This design comes from an exercise in tuning for small area, a short achievable clock period and few clock cycles per item on the open sky130 flow, not from production work. No functional check of the RTL was part of any run shown here. No activity file was given, so power comes from the tool's default toggle rates.

**flow/run.sh**
```bash
#!/bin/bash
# synth_recipe.tcl (not shown) runs the flow's synth.tcl, then flattens the netlist and writes it again
# the make line also repeats each setting of config.mk as NAME=value (left out here)
make -C /OpenROAD-flow-scripts/flow DESIGN_CONFIG=/design/flow/config.mk WORK_HOME=/design/flow/orfs CLKGATE_MAP_FILE= SYNTH_SCRIPT=/design/flow/synth_recipe.tcl finish
```
**flow/config.mk**
```make
export PLATFORM = sky130hd
export DESIGN_NAME = audio_resample_packetizer_unit
export DESIGN_NICKNAME = audio_resample_packetizer_unit
export VERILOG_FILES = /design/flow/design.v
export SDC_FILE = /design/flow/constraint.sdc
export NUM_CORES = 4
export LEC_CHECK = 0
export CAP_MARGIN = 20
export CORE_MARGIN = 2
export CORE_UTILIZATION = 40
export PLACE_DENSITY = 0.6
export SLEW_MARGIN = 20
```
**flow/constraint.sdc**
```tcl
create_clock -name core_clock -period 8.0 [get_ports {clk_i}]
set_input_delay 1.6000 -clock core_clock [delete_from_list [all_inputs] [get_ports {clk_i}]]
set_output_delay 1.6000 -clock core_clock [all_outputs]
set_load 0.01 [all_outputs]
```
**flow/design.v**
```verilog
`default_nettype none
package arp_pkg;
  localparam int unsigned PACKET_FRAMES = 960;
  localparam int unsigned OUTPUT_RATE   = 48000;
  localparam int unsigned MIN_RATE      = 8000;
  localparam int unsigned RATE_W  = 19;
  localparam int unsigned PHASE_W = 21;   
  localparam int unsigned FRAME_W = 10;
  localparam int unsigned CFG_W   = 19;
  localparam int unsigned CIDX_W  = 2;
  localparam logic [CIDX_W-1:0] REG_SOURCE_RATE   = 2'd0;
  localparam logic [CIDX_W-1:0] REG_SAMPLE_FORMAT = 2'd1;
  localparam logic [CIDX_W-1:0] REG_STEREO_SOURCE = 2'd2;
  localparam logic [1:0] FMT_FLOAT = 2'd0;
  localparam logic [1:0] FMT_PCM16 = 2'd1;
  localparam logic [1:0] FMT_PCM32 = 2'd2;
  localparam logic [1:0] FMT_NONE  = 2'd3;
endpackage
`default_nettype wire
`default_nettype none
module arp_conv (
  input  wire logic [31:0] raw_i,
  input  wire logic [1:0]  fmt_i,
  output logic      [15:0] sample_o
);
  logic        sgn;
  logic [7:0]  ex;
  logic [23:0] mant;
  logic [14:0] ml;
  logic        nz14, nz13;
  logic [23:0] phi;
  logic        top;
  logic [23:0] hi;
  logic        g1, s1, up1;
  logic [24:0] q;
  logic [5:0]  sh;
  logic [4:0]  u;
  logic [24:0] t, lmask;
  logic [15:0] a;
  logic        g2, s2, r2;
  logic [15:0] fval;
  always_comb begin
    sgn  = raw_i[31];
    ex   = raw_i[30:23];
    mant = {1'b1, raw_i[22:0]};
    ml   = mant[14:0];
    nz14 = |ml[13:0];
    nz13 = |ml[12:0];
    phi  = mant - 24'(mant[23:15]) - 24'(nz14 | ml[14]);
    top  = phi[23];
    if (top) begin
      hi = phi;
      g1 = ml[14] ^ nz14;
      s1 = nz14;
    end else begin
      hi = {phi[22:0], ml[14] ^ nz14};
      g1 = ml[13] ^ nz13;
      s1 = nz13;
    end
    up1 = g1 & (s1 | hi[0]);
    q   = {1'b0, hi} + 25'(up1);
    sh    = 6'(8'd135 - ex) + 6'(!top);
    u     = 5'(sh - 6'd9);
    t     = q >> u;
    lmask = ~(25'h1FFFFFF << u);
    a     = t[24:9];
    g2    = t[8];
    s2    = (|t[7:0]) | (|(q & lmask));
    r2    = g2 & (s2 | a[0]);
    if (ex == 8'hFF && raw_i[22:0] != 23'd0) begin
      fval = 16'h7FFF;
    end else if (ex >= 8'd127) begin
      fval = sgn ? 16'h8001 : 16'h7FFF;
    end else if (ex < 8'd100) begin
      fval = 16'h0000;
    end else begin
      fval = (a ^ {16{sgn}}) + 16'(r2 ^ sgn);
    end
    case (fmt_i)
      arp_pkg::FMT_FLOAT: sample_o = fval;
      arp_pkg::FMT_PCM16: sample_o = raw_i[15:0];
      default:            sample_o = raw_i[31:16];
    endcase
  end
endmodule
`default_nettype wire
`default_nettype none
module audio_resample_packetizer_unit (
  input  wire logic                       clk_i,
  input  wire logic                       rst_ni,
  input  wire logic                       in_valid_i,
  output logic                            in_ready_o,
  input  wire logic [31:0]                in_first_channel_i,
  input  wire logic [31:0]                in_second_channel_i,
  input  wire logic                       in_buffer_start_i,
  input  wire logic                       in_silent_i,
  input  wire logic [63:0]                in_time_ns_i,
  output logic                            out_valid_o,
  input  wire logic                       out_ready_i,
  output logic [15:0]                     out_left_sample_o,
  output logic [15:0]                     out_right_sample_o,
  output logic [15:0]                     out_packet_sequence_o,
  output logic                            out_first_of_packet_o,
  output logic                            out_last_of_packet_o,
  output logic [63:0]                     out_packet_time_ns_o,
  output logic                            out_last_of_run_o,
  input  wire logic                       cfg_we_i,
  input  wire logic [arp_pkg::CIDX_W-1:0] cfg_index_i,
  input  wire logic [arp_pkg::CFG_W-1:0]  cfg_wdata_i
);
  localparam int unsigned PW = arp_pkg::PHASE_W;
  localparam logic signed [PW-1:0] NEG_OUT = -PW'(arp_pkg::OUTPUT_RATE);
  logic [arp_pkg::RATE_W-1:0] src_rate_q;
  logic [1:0]                 fmt_q;
  logic                       stereo_q;
  always_ff @(posedge clk_i or negedge rst_ni) begin
    if (!rst_ni) begin
      src_rate_q <= arp_pkg::RATE_W'(arp_pkg::OUTPUT_RATE);
      fmt_q      <= arp_pkg::FMT_FLOAT;
      stereo_q   <= 1'b1;
    end else if (cfg_we_i) begin
      unique case (cfg_index_i)
        arp_pkg::REG_SOURCE_RATE:   src_rate_q <= cfg_wdata_i[arp_pkg::RATE_W-1:0];
        arp_pkg::REG_SAMPLE_FORMAT: fmt_q      <= cfg_wdata_i[1:0];
        arp_pkg::REG_STEREO_SOURCE: stereo_q   <= cfg_wdata_i[0];
        default: ;
      endcase
    end
  end
  logic [PW-1:0] rate;
  assign rate = (src_rate_q < arp_pkg::RATE_W'(arp_pkg::MIN_RATE))
              ? PW'(arp_pkg::MIN_RATE) : PW'(src_rate_q);
  logic        i_v;
  logic [31:0] i_x1, i_x2;
  logic        i_start, i_silent;
  logic [63:0] i_tns;
  logic               e_v, e_prod;
  logic [15:0]        e_l, e_r;
  logic [63:0]        e_tns;
  logic [PW-1:0]      d_q, dn_q;
  logic [arp_pkg::FRAME_W-1:0] fip_q;
  logic [15:0]        seq_q;
  logic               first_q, plast_q;
  logic below, last, ov, take, step, fin, e_free, load_e;
  logic [PW-1:0] res, base, d0, dn0;
  logic [15:0]   cl, cr;
  logic          i_prod;
  assign below  = d_q[PW-1];
  assign last   = !dn_q[PW-1];
  assign ov     = e_v && below && e_prod;
  assign take   = ov && out_ready_i;
  assign step   = e_v && below && (take || !e_prod);
  assign fin    = e_v && (!below || (last && step));
  assign e_free = !e_v || fin;
  assign load_e = e_free && i_v;
  assign in_ready_o = (!i_v || e_free) && !(i_v && !i_prod)
                   && !(e_v && below && !e_prod && !last);
  assign res  = below ? dn_q : d_q;
  assign base = i_start ? '0 : res;
  assign d0   = base + NEG_OUT;
  assign dn0  = base + rate + NEG_OUT;
  arp_conv u_conv_l (.raw_i(i_x1), .fmt_i(fmt_q), .sample_o(cl));
  arp_conv u_conv_r (.raw_i(i_x2), .fmt_i(fmt_q), .sample_o(cr));
  assign i_prod = i_silent || (fmt_q != arp_pkg::FMT_NONE);
  always_ff @(posedge clk_i) begin
    if (in_ready_o) begin
      i_x1     <= in_first_channel_i;
      i_x2     <= in_second_channel_i;
      i_start  <= in_buffer_start_i;
      i_silent <= in_silent_i;
      i_tns    <= in_time_ns_i;
    end
    if (load_e) begin
      e_l    <= i_silent ? 16'd0 : cl;
      e_r    <= i_silent ? 16'd0 : (stereo_q ? cr : cl);
      e_tns  <= i_tns;
      e_prod <= i_prod;
    end
  end
  always_ff @(posedge clk_i or negedge rst_ni) begin
    if (!rst_ni) begin
      i_v     <= 1'b0;
      e_v     <= 1'b0;
      d_q     <= '0;
      dn_q    <= '0;
      fip_q   <= '0;
      seq_q   <= '0;
      first_q <= 1'b1;
      plast_q <= 1'b0;
    end else begin
      if (in_ready_o) i_v <= in_valid_i;
      else if (load_e) i_v <= 1'b0;
      if (load_e) begin
        e_v  <= 1'b1;
        d_q  <= d0;
        dn_q <= dn0;
      end else if (fin) begin
        e_v  <= 1'b0;
        d_q  <= res;
      end else if (step) begin
        d_q  <= dn_q;
        dn_q <= dn_q + rate;
      end
      if (take) begin
        if (plast_q) begin
          fip_q <= '0;
          seq_q <= seq_q + 16'd1;
        end else begin
          fip_q <= fip_q + arp_pkg::FRAME_W'(1);
        end
        first_q <= plast_q;
        plast_q <= (fip_q == arp_pkg::FRAME_W'(arp_pkg::PACKET_FRAMES - 2));
      end
    end
  end
  assign out_valid_o           = ov;
  assign out_left_sample_o     = e_l;
  assign out_right_sample_o    = e_r;
  assign out_packet_sequence_o = seq_q;
  assign out_first_of_packet_o = first_q;
  assign out_last_of_packet_o  = plast_q;
  assign out_packet_time_ns_o  = plast_q ? e_tns : 64'd0;
  assign out_last_of_run_o     = last;
endmodule
`default_nettype wire
```
==> results of run 1 <==
Yosys cell counts, types with 45 or more instances:
cell	instances	area, um2
nand2_1	231	867
edfxtp_1	227	6820
nor2_1	225	845
a21oi_1	168	841
inv_1	130	488
o21ai_0	129	646
xnor2_1	120	1050
clkbuf_1	119	447
ha_1	107	1340
nor3_1	104	521
and2_1	90	563
nand3_1	88	440
dfrtp_1	85	2130
mux2i_1	58	581
xor2_1	53	464
a211oi_1	45	338
sequential cells by signal, indices dropped and copies added (netlist names):
signal / cells
e_r: 16
i_silent: 1
i_tns: 64
e_v: 1
plast_q: 1
dn_q: 21
i_start: 1
stereo_q: 1
src_rate_q: 19
e_prod: 1
first_q: 1
e_l: 16
e_tns: 64
i_x2: 32
seq_q: 16
d_q: 21
fip_q: 10
i_x1: 32
i_v: 1
fmt_q: 2
worst max-delay path: cells and delay by family (launching register included):
kind / cells / cell delay (ns)
flip-flops: 1 / 0.41
AND/OR/NAND/NOR: 18 / 3.23
multiplexers: 1 / 0.52
buffers and inverters: 7 / 0.80
adder cells (fa/ha/maj): 6 / 1.65
XOR/XNOR: 2 / 0.38
AO/OA/AOI/OAI: 6 / 1.47
cell families (layout without fill, tap and decap cells):
kind of cell / Yosys count / in the layout / share of synthesized area, %
AOI/OAI and AO/OA: 692 / 692 / 19.5
xor gates and xnor gates: 173 / 173 / 6.22
adders and majority gates: 115 / 115 / 6.07
buffers and inverters: 275 / 1015 / 4.28
DFF: 321 / 321 / 37.7
muxes: 104 / 104 / 4.93
and+or+nand+nor: 1008 / 1008 / 21.3
layout make-up:
type                       count  area [um2]  area share [%]
multi-input combinational   2092       15300            44.8
timing repair buffer         808        6890            20.1
clock inverter                25         322           0.938
inverter                     135         509            1.49
sequential                   321        9190            26.8
tap                          782         978            2.86
clock buffer                  47        1050            3.06
how the worst min path moves through the flow:
stage	from	endpoint	slack, ns
after floorplan	i_tns[0]	e_tns[0]	0.40
after global placement	i_tns[47]	e_tns[47]	0.40
after detailed placement	i_tns[17]	e_tns[17]	0.40
after CTS	i_tns[23]	e_tns[23]	0.40
after global routing	i_tns[23]	e_tns[23]	0.42
final	i_tns[23]	e_tns[23]	0.40
power by group:
part | leakage, nW | internal [mW] | switching (mW)
Sequential | 3.43 | 2.12 | 0.246
Clock | 0.667 | 1.14 | 0.764
Combinational | 9.74 | 2.02 | 2.44
Total | 13.8 | 5.27 | 3.45
metal layers:
layer | vias up | share of wire [%] | wire length (um) | GRT usage, %
li1 | 11400 | - | - | -
met1 | 11700 | 43 | 39300 | 38.1
met2 | 872 | 47 | 43100 | 47.0
met3 | 170 | 6.3 | 5740 | 4.07
met4 | 2 | 3.3 | 3030 | 9.07
met5 | - | 0.011 | 10 | 0
metrics by stage:
stage | setup WS [ns] | utilization (%) | instances
after global routing | -1.05 | 56.9 | 4210
after global placement | -0.824 | 52.2 | 4092
final | -0.666 | 56.9 | 4210
after detailed placement | -0.981 | 52.2 | 4092
after CTS | -0.659 | 56.0 | 4197
after floorplan | -0.691 | - | 2688
what timing repair did:
item | in CTS | in global routing
hold buffers | 0 | 0
pin swaps | 93 | 59
gates resized for setup | 147 | 83
setup endpoints to repair | 32 | 32
buffers inserted | 43 | 16
==> run summary, run 1 <==
- Synthesized cell area: 24,400 um2
- Post-detail-place hpwl: 70,700 um
- Peak Freq: ~0.12 GHz
- Yosys cell types: about 110
- # DRC: 0
- Register-to-Register Path Depth: 40
- CTS tree: yes
- Die ar.: between 60,000 and 70,000 um2
- Final Skew: around 0.036 ns
- Slowest CP cell: fa_1
- CP Capture Type: flop
- Total power: between 8 and 9 mW
- Worst VDD drop: ~0.19 mV
- Worst flop-to-flop path startpoint: i_x2[9]
- Run status: complete, but fails checks
- Max-Cap Viols: 0
- Vias in the first global route: around 24k
- Row Count: 90
- Worst-Margin Slew: between 1 and 1.5 ns
- Post-route cell area: 34,300 um2
- Leakage: between 10 and 15 nW
- Slew Limit Fails: 0
- EDFF count, synth: around 230
- CP Data Arrival Time: 9.06 ns
- Layout Area Growth over Synthesis: 40.7%
- Clk Latency, worst-skew pair: 0.59 ns
- Core footprint: 60,200 um2
- Worst setup SP type: flop
- Via density: 5.73
- R2R Path End: e_r[14]
- Critical path endpoint: e_r[14]
- SO Faults: setup timing
- First drt pass iteration count: 6
- Gr ovfl total: 0
- Depth of the CTS H-tree: 2
- Die Wd: approximately 250 um
- Post-synthesis register bit count: 321
- DR iter-0 viols: 1,849
- Final-layout fill cell count: approximately 5.4k
- Final net count: approximately 3.7k
- Internal reg-to-reg setup slack: -0.67 ns
- RSZ-0062 raised after global routing: yes
- PortBufs: between 200 and 300
- Antenna violations before repair: 2
- DR vias: 24.1k
- Net Count, Synth: approximately 3.0k
- Largest net degree at the start of global routing: slightly below 80
- Share of layout cells above drive strength 1: between 20% and 30%
- Diode count: 0
- WL/cell: approximately 22 um
- Setup_tns: -9.85 ns
- RePlAce Congestion: about 1.0
- Period utilization: 108%
- Area after DPL: 31,500 um2
- Setup CP Type: flop to flop
- WL final: slightly above 90,000 um
- Fraction of registers with async set/reset: 29.3%
- CTS buffer count: 39
- Starting Density: about two fifths
- Power Density: between 200 and 300 nW/um2
- Most common cell after layout, fill and taps aside: buf_4
- Setup violations, final: 27
- Gr usage total: between 20% and 30%
- Post-synthesis sequential area ratio: 37.7%
- Detail Route Antenna Nets: 0
- YS warnings: 2
- Final WS setup: -0.666 ns
- CP most frequent cell: ha_2
- Syn_area_per_cell: a little over 9 um2
- Worst slew margin: between 10% and 20%
- Crit path launch: i_x2[9]
- Clk sinks: around 320
- Clock Tree Root: clkbuf_16
- Final hold violation count: 0
- CP Max Fanout: 6
- Hold Crit Class: flop to flop
- Dominant synthesized flop cell: edfxtp_1
- Cells after Synth: about 2.7k
- WP data required: roughly 8.4 ns
- CTS Buffer Depth: 3
- Die height: between 200 and 300 um
- Slowest stage delay, CP: between 0.5 and 0.6 ns
- Worst hold margin: approximately 0.40 ns
- Top-level I/O count: between 200 and 300
- Hold depth: 0
- First-pass GRT wire length: ~140,000 um
- Worst-path clk slew: around 0.070 ns
- Most frequent cells in the layout: buf_4, clkdlybuf4s50_1, edfxtp_1
- Crit path time final: slightly below 9 ns
==> inputs of run 2 (changes only) <==
--- a/flow/design.v
+++ b/flow/design.v
@@ -25,57 +25,63 @@
 );
-  logic        sgn;
+  logic        sgn, nan, big, tiny;
   logic [7:0]  ex;
   logic [23:0] mant;
-  logic [14:0] ml;
-  logic        nz14, nz13;
-  logic [23:0] phi;
-  logic        top;
-  logic [23:0] hi;
-  logic        g1, s1, up1;
-  logic [24:0] q;
-  logic [5:0]  sh;
-  logic [4:0]  u;
-  logic [24:0] t, lmask;
-  logic [15:0] a;
-  logic        g2, s2, r2;
-  logic [15:0] fval;
+  logic [8:0]  mh;
+  logic        nz, nz14, g1, up1, b;
+  logic [23:0] q;
+  logic [15:0] fin;
+  logic [3:0]  u;
+  logic [15:0] sh1, sh2, sh3, sh4;
+  logic [15:0] lmask;
+  logic        g2, s2, r2, sf, rf;
+  logic [14:0] a;
+  logic [15:0] af;
+  arp_add #(.W(24)) u_sub (
+    .a_i (mant),
+    .b_i ({15'h7FFF, ~mh}),
+    .c_i (!b),
+    .s_o (q)
+  );
+  arp_add #(.W(16)) u_inc (
+    .a_i (af ^ {16{sf}}),
+    .b_i (16'd0),
+    .c_i (rf ^ sf),
+    .s_o (fin)
+  );
   always_comb begin
-    sgn  = raw_i[31];
-    ex   = raw_i[30:23];
-    mant = {1'b1, raw_i[22:0]};
-    ml   = mant[14:0];
-    nz14 = |ml[13:0];
-    nz13 = |ml[12:0];
-    phi  = mant - 24'(mant[23:15]) - 24'(nz14 | ml[14]);
-    top  = phi[23];
-    if (top) begin
-      hi = phi;
-      g1 = ml[14] ^ nz14;
-      s1 = nz14;
+    sgn   = raw_i[31];
+    ex    = raw_i[30:23];
+    mant  = {1'b1, raw_i[22:0]};
+    nan   = (ex == 8'hFF) && (raw_i[22:0] != 23'd0);
+    big   = ex >= 8'd127;
+    tiny = ex <= 8'd110;
+    mh   = mant[23:15];
+    nz14 = |mant[13:0];
+    nz   = nz14 | mant[14];
+    g1   = mant[14] ^ nz14;
+    up1  = g1 && (nz14 || (mant[0] ^ mh[0] ^ nz));
+    b    = nz && !up1;
+    u    = 4'(8'd126 - ex);
+    sh1  = u[3] ? {8'd0, q[23:16]} : q[23:8];
+    sh2  = u[2] ? {4'd0, sh1[15:4]} : sh1;
+    sh3  = u[1] ? {2'd0, sh2[15:2]} : sh2;
+    sh4  = u[0] ? {1'd0, sh3[15:1]} : sh3;
+    a    = sh4[15:1];
+    g2   = sh4[0];
+    lmask = ~(16'hFFFF << u);
+    s2   = (|q[7:0]) | (|(q[23:8] & lmask));
+    r2   = g2 && (s2 || a[0]);
+    sf = sgn && !nan;
+    if (big) begin
+      af = 16'h7FFF;
+      rf = 1'b0;
+    end else if (tiny) begin
+      af = 16'h0000;
+      rf = 1'b0;
     end else begin
-      hi = {phi[22:0], ml[14] ^ nz14};
-      g1 = ml[13] ^ nz13;
-      s1 = nz13;
-    end
-    up1 = g1 & (s1 | hi[0]);
-    q   = {1'b0, hi} + 25'(up1);
-    sh    = 6'(8'd135 - ex) + 6'(!top);
-    u     = 5'(sh - 6'd9);
-    t     = q >> u;
-    lmask = ~(25'h1FFFFFF << u);
-    a     = t[24:9];
-    g2    = t[8];
-    s2    = (|t[7:0]) | (|(q & lmask));
-    r2    = g2 & (s2 | a[0]);
-    if (ex == 8'hFF && raw_i[22:0] != 23'd0) begin
-      fval = 16'h7FFF;
-    end else if (ex >= 8'd127) begin
-      fval = sgn ? 16'h8001 : 16'h7FFF;
-    end else if (ex < 8'd100) begin
-      fval = 16'h0000;
-    end else begin
-      fval = (a ^ {16{sgn}}) + 16'(r2 ^ sgn);
+      af = {1'b0, a};
+      rf = r2;
     end
     case (fmt_i)
-      arp_pkg::FMT_FLOAT: sample_o = fval;
+      arp_pkg::FMT_FLOAT: sample_o = fin;
       arp_pkg::FMT_PCM16: sample_o = raw_i[15:0];
@@ -83,2 +89,38 @@
     endcase
+  end
+endmodule
+`default_nettype wire
+`default_nettype none
+module arp_add #(
+  parameter int unsigned W = 8
+) (
+  input  wire logic [W-1:0] a_i,
+  input  wire logic [W-1:0] b_i,
+  input  wire logic         c_i,
+  output logic      [W-1:0] s_o
+);
+  localparam int unsigned L = (W > 1) ? $clog2(W) : 1;
+  logic [W-1:0] p, g0;
+  logic [W-1:0] gg [L+1];
+  logic [W-1:0] pp [L+1];
+  logic [W-1:0] cy;
+  always_comb begin
+    p  = a_i ^ b_i;
+    g0 = a_i & b_i;
+    gg[0] = g0;
+    pp[0] = p;
+    gg[0][0] = g0[0] | (p[0] & c_i);
+    for (int l = 0; l < L; l++) begin
+      gg[l+1] = gg[l];
+      pp[l+1] = pp[l];
+      for (int i = 0; i < W; i++) begin
+        if ((i >> l) & 1) begin
+          gg[l+1][i] = gg[l][i] | (pp[l][i] & gg[l][((i >> l) << l) - 1]);
+          pp[l+1][i] = pp[l][i] & pp[l][((i >> l) << l) - 1];
+        end
+      end
+    end
+    cy[0] = c_i;
+    for (int i = 1; i < W; i++) cy[i] = gg[L][i-1];
+    s_o = p ^ cy;
   end
==> run 2 against run 1 <==
Against the previous run:
- now clean on timing, DRC and antenna
- register-to-register slack better by 1.1 ns
- combinational power is 56% lower
- flip-flop and latch count unchanged
- final cell count down 31%
- area after synthesis is 19% lower
- fmax increased by 15%
- global-route usage shrank 4.9 points
- largest cell class unchanged
- largest power group is now sequential cells
==> run summary, run 2 <==
- Synth top area cells: edfxtp_1, dfrtp_1, ha_1, xnor2_1, nor2_1
- Max-Cap Viols: 0 (unchanged)
- EDFF count, synth: 227 (unchanged)
- P_int: 3.83 mW (-27%)
- CP Data Arrival Time: 7.83 ns (-1.23 ns)
- Largest net degree at the start of global routing: 131 (+68%)
- Final net count: 2,472 (-33%)
- Sequential share of power: 38.1% (+11 points)
- Period utilization: 94.5% (-14 points)
- First drt pass iteration count: 5 (-1)
- Power share of the combinational group: 33.6% (-18 points)
- Detail Route Antenna Nets: 0 (unchanged)
- Depth of the CTS H-tree: 2 (unchanged)
- Post-detail-place hpwl: 44,600 um (-37%)
- DR iter-0 viols: 1,328 (-28%)
- XOR/XNOR share of the synthesized area: 5.56% (-0.66 points)
- Most common cell after layout, fill and taps aside: clkdlybuf4s50_1
- CTS tree: yes
- Final WS setup: 0.441 ns (+1.11 ns)
- Synthesized cell area: 19,800 um2 (-19%)
- Starting Density: 40.5% (+0.066 points)
- Slew Limit Fails: 0 (unchanged)
- # DRC: 0 (unchanged)
- Post-synth top area cell: edfxtp_1
- Slowest CP cell: or4_1
- Setup CP Type: flop to flop
- Cells after Synth: 1,951 (-27%)
- Top-level I/O count: 273 (unchanged)
- Fraction of registers with async set/reset: 29.3% (unchanged)
- Via density: 5.59 (-2.4%)
- Hold_buf cts: 0 (unchanged)
- Gr usage total: 23.4% (-4.9 points)
- Final Skew: 0.0247 ns (-0.0117 ns)
- Layout Area Growth over Synthesis: 23.7%
- Setup_tns: 0 ns (+9.85 ns)
- Die ar.: 51,400 um2 (-18%)
- Worst hold margin: 0.417 ns (+0.0190 ns)
- Syn_area_per_cell: 10.2 um2 (+12%)
- Gr ovfl total: 0 (unchanged)
- Power Density: 238 nW/um2 (-6.6%)
- Crit path time final: 7.56 ns (-1.11 ns)
- Post-synthesis mux area share: 4.73% (-0.19 points)
- Buf+Inv Stages, Crit Path: 1 (-6)
- CTS Buffer Depth: 3 (unchanged)
- Die height: 227 um (-9.6%)
- Worst setup SP type: flop
- Share of layout cells above drive strength 1: 8.57% (-18 points)
- Most frequent cell after synthesis: edfxtp_1
- Net Count, Synth: 2,218 (-25%)
- RePlAce Congestion: 0.915 (-11%)
- Slowest stage delay, CP: 0.54 ns (+0.02 ns)
- Post-Synth Adder-Cell Area: 7.38% (+1.3 points)
- Worst slew margin: 36.4% (+17 points)
- Post-synthesis register bit count: 321 (unchanged)
- Total power: 5.83 mW (-33%)
- Run status: timing/DRC/antenna clean
- Setup violations, final: 0 (-100%)
- Largest family of logic cells by synthesized area: compound AO/OA/AOI/OAI gates
- Clk Latency, worst-skew pair: 0.57 ns (-0.02 ns)
- Vias in the first global route: 15.7k (-34%)
- Post-synthesis sequential area ratio: 46.3% (+8.6 points)
- PortBufs: 272 (unchanged)
- Sw frac: 34.3% (-5.2 points)
- Leakage: 9.53 nW (-31%)
- Worst VDD drop: 0.159 mV (-18%)
- DR vias: 16.2k (-33%)
- Dominant synthesized flop cell: edfxtp_1
- Crit-path leading delay family: compound AO/OA/AOI/OAI gates
- Most frequent cells in the layout: clkdlybuf4s50_1, edfxtp_1, nor2_1
- Synth top cells by count: edfxtp_1, nor2_1, a21oi_1, nand2_1, ha_1
- Clk sinks: 321 (unchanged)
- Worst-Margin Slew: 0.950 ns (-0.252 ns)
- WL final: 60,700 um (-33%)
- Clock Tree Root: clkbuf_16
- Top cell type's share of synthesized area: 34.4% (+6.4 points)
- Yosys cell types: 97 (-14%)
- Net Sw Power: 2.00 mW (-42%)
- Synth Area in Compound Gates: 16.2% (-3.3 points)
- DP Worst Slack: 0.310 ns (+1.29 ns)
- CP Capture Type: flop
- First-pass GRT wire length: 92,100 um (-34%)
- Final hold violation count: 0 (unchanged)
- WL/cell: 21.0 um (-3.1%)
- RSZ-0062 raised after global routing: no
- CP Max Fanout: 5 (-1)
- Hold Crit Class: flop to flop
- CP most frequent cell: ha_1
- Largest regs: e_tns (64), i_tns (64)
- Clock share of power: 28.3% (+6.5 points)
- WP data required: 8.27 ns (-0.12 ns)
- Antenna violations before repair: 1 (-1)
- Die Wd: 227 um (-9.6%)
- CTS buffer count: 37 (-5.1%)
- Simple-gate share of the synthesized area: 15.8% (-5.5 points)
- YS warnings: 8 (+6)
- Row Count: 81 (-10%)
- Final-layout fill cell count: 4,492 (-16%)
- Core footprint: 49,000 um2 (-19%)
- Worst-path clk slew: 0.06 ns (about the same)
- Diode count: 0 (unchanged)
- Peak Freq: 0.132 GHz (+15%)
- Sequential cell area: 9180 um2 (about the same)
- Multi-input gate area: 9940 um2 (-35%)
==> run 2: timing repair <==
item                       CTS  global route
gates resized for setup      0             9
setup buffers                0             3
setup endpoints to repair    0            19
==> run 2: power groups by stage <==
stage | clock network [mW] | logic, mW | registers, mW
2_1_floorplan | 0 | 1.41 | 2.18
3_3_place_gp | 0 | 1.90 | 2.24
3_5_place_dp | 0 | 1.93 | 2.25
4_1_cts | 1.70 | 1.94 | 2.22
5_1_grt | 1.77 | 2.18 | 2.25
6_report | 1.65 | 1.96 | 2.22
==> run 2: logic make-up after synthesis <==
| group | count (synthesis) |
|---|---|
| DFF | 321 |
| buffers and inverters | 197 |
| muxes | 83 |
| AOI/OAI and AO/OA | 473 |
| xor gates and xnor gates | 125 |
| adders and majority gates | 111 |
| and+or+nand+nor | 641 |
==> run 2: path summary, 6_finish.rpt <==
kind	from	end	slack (ns)	cells after the start
max in group asynchronous	rst_ni	fmt_q[1]	5.80	2
min in group asynchronous	rst_ni	dn_q[14]	1.03	1
hold reg to reg	i_tns[21]	e_tns[21]	0.42	0
setup / recovery	i_x2[4]	e_r[9]	0.44	33
setup reg to reg	i_x2[4]	e_r[9]	0.44	33
hold / removal	i_tns[21]	e_tns[21]	0.42	0
==> run 2: final cells by class <==
type / count / share of cell area (%)
Clock buffer: 47 / 4.10
Multi-Input combinational cell: 1433 / 40.5
Timing Repair Buffer: 314 / 12.4
Inverter: 98 / 1.51
Clock inverter: 16 / 0.638
Sequential cell: 321 / 37.4
Tap cell: 664 / 3.39
==> run 2: per-stage QoR <==
stage	util, %	cell area [um2]	cells
after global routing	50.1	24500	2893
after floorplan	-	19800	1951
final	50.1	24500	2893
after detailed placement	47.6	23300	2826
after global placement	47.6	23300	2826
after CTS	49.9	24400	2889
==> run 2: worst reg2reg max path, delay by kind of cell (launching register included) <==
kind / cells / cell delay [ns]
AND/OR/NAND/NOR: 10 / 2.00
XOR/XNOR: 3 / 0.41
buffers and inverters: 1 / 0.07
adder cells (fa/ha/maj): 7 / 1.95
multiplexers: 1 / 0.13
flip-flops: 1 / 0.42
AO/OA/AOI/OAI: 11 / 2.30
==> run 2: routing by layer <==
metal	up-vias	track usage, %	part of all wire, %
met2	494	37.6	47
met3	118	3.97	5.8
met4	2	8.62	3.3
met1	7889	31.7	44
li1	7674	-	-
met5	-	0	0.018

what the ideal ports hide:
The flow's constraints put no driver on any port. The routed layouts listed below were extracted and timed again, unchanged, in two steps. Step 1 assumes that a clkbuf_16 drives the clock port and a buf_2 every other input. Step 2 adds t to the input delays and takes it off the output delays; t is the mean of the earliest and latest rising clock arrival at the registers after step 1. Input paths then give back, and output paths get back, about the clock's delay inside the block. a / b / c = no drivers / after step 1 / after step 2; a / b = the first two.
run	t, ns	setup WS [ns]	slew at the worst register clock pin (ns)
run 1	0.633	-0.666 / -0.666 / -0.666	0.07 / 0.07
run 2	0.615	0.441 / 0.441 / 0.441	0.07 / 0.07
